Source: an optimization exercise on an open RTL-to-GDS flow (aim: small area, a short achievable clock period and few clock cycles per item). Production flows keep margins and buffers that such runs may drop. The RTL was checked by simulation tests, not by an equivalence proof against the original design. Power and IR drop assume default switching activity.

== run Z ==
==> flow/design.v <==
package rled_pkg;
	typedef enum logic [1:0] {
		CMD_RUN    = 2'd0,
		CMD_COMMIT = 2'd1,
		CMD_READ   = 2'd2,
		CMD_NONE   = 2'd3
	} cmd_code_t;
	typedef struct packed {
		logic [89:0] wr;       
		logic [23:0] color;
		logic        copy;     
		logic [89:0] rd_sel;   
	} apply_t;
endpackage
module rled_ctrl
#(
	parameter int PIXEL_COUNT = 90
) (
	input  logic       clk,
	input  logic       arst_n,
	input  logic       start,
	output logic       busy,
	input  logic [1:0] cmd,
	input  logic [7:0] run_length,
	input  logic [7:0] red_in,
	input  logic [7:0] green_in,
	input  logic [7:0] blue_in,
	input  logic       last_record,
	input  logic [6:0] read_index,
	output rled_pkg::apply_t op,
	output logic       op_v,
	output logic [6:0] fp,
	output logic       ovf
);
	localparam logic [8:0] FP_END = 9'(PIXEL_COUNT);
	logic        ready_q;
	logic        take;
	logic [6:0]  fp_q;
	logic        ovf_q;
	logic        stop_q;
	logic        v1;
	logic        go1;
	logic        copy1;
	logic        rd1;
	logic [6:0]  lo1;
	logic [6:0]  hi1;
	logic [23:0] col1;
	logic [6:0]  idx1;
	logic [6:0]  fp2;
	logic        ovf2;
	logic        clr_a;
	logic        clr_b;
	logic [8:0]  sum;
	logic        go;
	logic        over;
	logic [6:0]  hi;
	assign busy = !ready_q;
	assign take = start && ready_q;
	always_ff @(posedge clk or negedge arst_n) begin
		if (!arst_n) begin
			ready_q <= 1'b0;
		end else begin
			ready_q <= 1'b1;
		end
	end
	assign sum  = 9'(fp_q) + 9'(run_length);
	assign go   = take && (cmd == rled_pkg::CMD_RUN) && !stop_q && (run_length != 8'd0);
	assign over = (sum > FP_END);
	assign hi   = over ? 7'(PIXEL_COUNT) : sum[6:0];
	always_ff @(posedge clk or negedge arst_n) begin
		if (!arst_n) begin
			fp_q   <= '0;
			ovf_q  <= 1'b0;
			stop_q <= 1'b0;
		end else if (take) begin
			case (cmd)
				rled_pkg::CMD_RUN: begin
					if (stop_q) begin
						if (last_record) begin
							stop_q <= 1'b0;
						end
					end else if (run_length == 8'd0) begin
						stop_q <= !last_record;
					end else begin
						fp_q <= hi;
						if (over) begin
							ovf_q <= 1'b1;
						end
					end
				end
				rled_pkg::CMD_COMMIT: begin
					fp_q   <= '0;
					ovf_q  <= 1'b0;
					stop_q <= 1'b0;
				end
				default: begin
				end
			endcase
		end
	end
	always_ff @(posedge clk or negedge arst_n) begin
		if (!arst_n) begin
			v1    <= 1'b0;
			go1   <= 1'b1;
			copy1 <= 1'b0;
			rd1   <= 1'b0;
			lo1   <= '0;
			hi1   <= 7'(PIXEL_COUNT);
			col1  <= '0;
			clr_a <= 1'b1;
			clr_b <= 1'b0;
		end else begin
			v1    <= take;
			go1   <= go;
			copy1 <= take && (cmd == rled_pkg::CMD_COMMIT);
			rd1   <= take && (cmd == rled_pkg::CMD_READ);
			lo1   <= fp_q;
			hi1   <= hi;
			col1  <= {red_in, green_in, blue_in};
			clr_a <= 1'b0;
			clr_b <= clr_a;
		end
	end
	always_ff @(posedge clk) begin
		idx1 <= read_index;
	end
	always_ff @(posedge clk or negedge arst_n) begin
		if (!arst_n) begin
			op.copy <= 1'b0;
			op_v    <= 1'b0;
		end else begin
			op.copy <= copy1 || clr_b;
			op_v    <= v1;
		end
	end
	always_ff @(posedge clk) begin
		for (int i = 0; i < PIXEL_COUNT; i++) begin
			op.wr[i] <= go1 && (7'(i) >= lo1) && (7'(i) < hi1);
		end
		op.color <= col1;
	end
	always_ff @(posedge clk) begin
		for (int i = 0; i < PIXEL_COUNT; i++) begin
			op.rd_sel[i] <= rd1 && (idx1 == 7'(i));
		end
		fp2  <= fp_q;
		ovf2 <= ovf_q;
	end
	assign fp       = fp2;
	assign ovf      = ovf2;
endmodule
module rled_dp
#(
	parameter int PIXEL_COUNT = 90
) (
	input  logic       clk,
	input  logic       arst_n,
	input  rled_pkg::apply_t op,
	input  logic       op_v,
	input  logic [6:0] fp,
	input  logic       ovf,
	output logic       done,
	output logic [7:0] red_out,
	output logic [7:0] green_out,
	output logic [7:0] blue_out,
	output logic [6:0] fill_position,
	output logic       overflow
);
	logic [23:0] stg_mem  [PIXEL_COUNT];
	logic [23:0] disp_mem [PIXEL_COUNT];
	localparam int GROUPS = 3;
	localparam int GSIZE  = (PIXEL_COUNT + GROUPS - 1) / GROUPS;
	logic        done_q;
	logic        done_s;
	logic [GROUPS-1:0][23:0] rd_part;
	logic [GROUPS-1:0][23:0] rd_part_d;
	logic [23:0] rd_q;
	logic [6:0]  fill_s;
	logic        ovf_s;
	logic [6:0]  fill_q;
	logic        ovf_q;
	logic [23:0] rd_d;
	always_comb begin
		for (int g = 0; g < GROUPS; g++) begin
			rd_part_d[g] = '0;
			for (int i = g * GSIZE; i < (g + 1) * GSIZE && i < PIXEL_COUNT; i++) begin
				rd_part_d[g] = rd_part_d[g] | ({24{op.rd_sel[i]}} & disp_mem[i]);
			end
		end
	end
	always_comb begin
		rd_d = '0;
		for (int g = 0; g < GROUPS; g++) begin
			rd_d = rd_d | rd_part[g];
		end
	end
	always_ff @(posedge clk) begin
		for (int i = 0; i < PIXEL_COUNT; i++) begin
			if (op.wr[i]) begin
				stg_mem[i] <= op.color;
			end
			if (op.copy) begin
				disp_mem[i] <= stg_mem[i];
			end
		end
		rd_part <= rd_part_d;
		fill_s  <= fp;
		ovf_s   <= ovf;
		rd_q    <= rd_d;
		fill_q  <= fill_s;
		ovf_q   <= ovf_s;
	end
	always_ff @(posedge clk or negedge arst_n) begin
		if (!arst_n) begin
			done_s <= 1'b0;
			done_q <= 1'b0;
		end else begin
			done_s <= op_v;
			done_q <= done_s;
		end
	end
	assign done          = done_q;
	assign red_out       = rd_q[23:16];
	assign green_out     = rd_q[15:8];
	assign blue_out      = rd_q[7:0];
	assign fill_position = fill_q;
	assign overflow      = ovf_q;
endmodule
module rle_led_frame_decoder
#(
	parameter int PIXEL_COUNT = 90
) (
	input  logic       clk,
	input  logic       arst_n,
	input  logic       start,
	output logic       busy,
	input  logic [1:0] cmd,
	input  logic [7:0] run_length,
	input  logic [7:0] red_in,
	input  logic [7:0] green_in,
	input  logic [7:0] blue_in,
	input  logic       last_record,
	input  logic [6:0] read_index,
	output logic       done,
	output logic [7:0] red_out,
	output logic [7:0] green_out,
	output logic [7:0] blue_out,
	output logic [6:0] fill_position,
	output logic       overflow
);
	rled_pkg::apply_t op;
	logic             op_v;
	logic [6:0]       fp;
	logic             ovf;
	rled_ctrl #(
		.PIXEL_COUNT (PIXEL_COUNT)
	) u_ctrl (
		.clk         (clk),
		.arst_n      (arst_n),
		.start       (start),
		.busy        (busy),
		.cmd         (cmd),
		.run_length  (run_length),
		.red_in      (red_in),
		.green_in    (green_in),
		.blue_in     (blue_in),
		.last_record (last_record),
		.read_index  (read_index),
		.op          (op),
		.op_v        (op_v),
		.fp          (fp),
		.ovf         (ovf)
	);
	rled_dp #(
		.PIXEL_COUNT (PIXEL_COUNT)
	) u_dp (
		.clk           (clk),
		.arst_n        (arst_n),
		.op            (op),
		.op_v          (op_v),
		.fp            (fp),
		.ovf           (ovf),
		.done          (done),
		.red_out       (red_out),
		.green_out     (green_out),
		.blue_out      (blue_out),
		.fill_position (fill_position),
		.overflow      (overflow)
	);
endmodule
clock: 6.0 ns
lec_check: 0
cap_margin: 20
core_margin: 2
core_utilization: 74
cts_cluster_diameter: 90
cts_cluster_size: 22
setup_slack_margin: 3.4
slew_margin: 20
synth_memory_max_bits: 8192
standard.sh (not shown) runs the stock make flow with config.mk's settings and CLKGATE_MAP_FILE= SYNTH_SCRIPT=/design/flow/synth_recipe.tcl, a recipe that flattens the netlist after the stock synthesis.
==> flow/flow/run.sh <==
#!/bin/bash
# The standard layout, except that the input and output ports are
# buffered with buf_4 cells instead of the delay cells buffer_ports picks
# on its own (a delay cell on every output adds ~0.2 ns to each output path).
set -euo pipefail
bash standard.sh "BUFFER_PORTS_ARGS=-buffer_cell sky130_fd_sc_hd__buf_4" finish > standard.log 2>&1
Testbench counts of run Z, summed over its fixed seeds: cycles 24,032, items 24,000.
What run G does differently from run Z at the input level:
Settings: CTS_CLUSTER_DIAMETER changed from 90 to 100; CTS_CLUSTER_SIZE changed from 22 to 25.
--- outcome ---
Worst setup slack: run G higher than run Z. NOTE: post-route core utilization in run G falls short of that of run Z. Run G vs run Z, global-route wire length before repair went down by 0.30%. When the final numbers for run Z and run G were put side by side, the clock network fraction of total power turned out to be smaller in run G. Compared run G against run Z; combinational share of power within noise. From run Z to run G the numbers moved as follows: count of clock-buffer cells in the layout moved down, global routing met2 resource utilization moved up, worst hold slack moved up.

[separate check: timing with driven ports]
The flow's constraints put no driver on any port. The routed layouts listed below were extracted and timed again, unchanged, in two steps. Step 1: set_driving_cell puts a clkbuf_16 on clk and a buf_2 on each other input, an assumption about the parent block. Step 2, shift: input delay + t, output delay - t, t = (earliest + latest rising clock arrival at the registers) / 2. This alone moves slack from input paths to output paths. Three values: ideal ports, drivers, drivers and shift; two values: the first two.
| run | shift t [ns] | setup WS [ns] | slew at the worst register clock pin (ns) | cell pins on the clock port's net |
|---|---|---|---|---|
| run Z | 1.012 | 3.334 / 3.232 / 2.514 | 0.10 / 0.10 | 1 |
| run G | 1.000 | 3.346 / 3.246 / 2.513 | 0.13 / 0.13 | 1 |
After both steps setup and hold are still met in every run listed. For run G, which loses most, drivers alone change the setup slack by -0.100 ns; drivers and shift together by -0.833 ns.
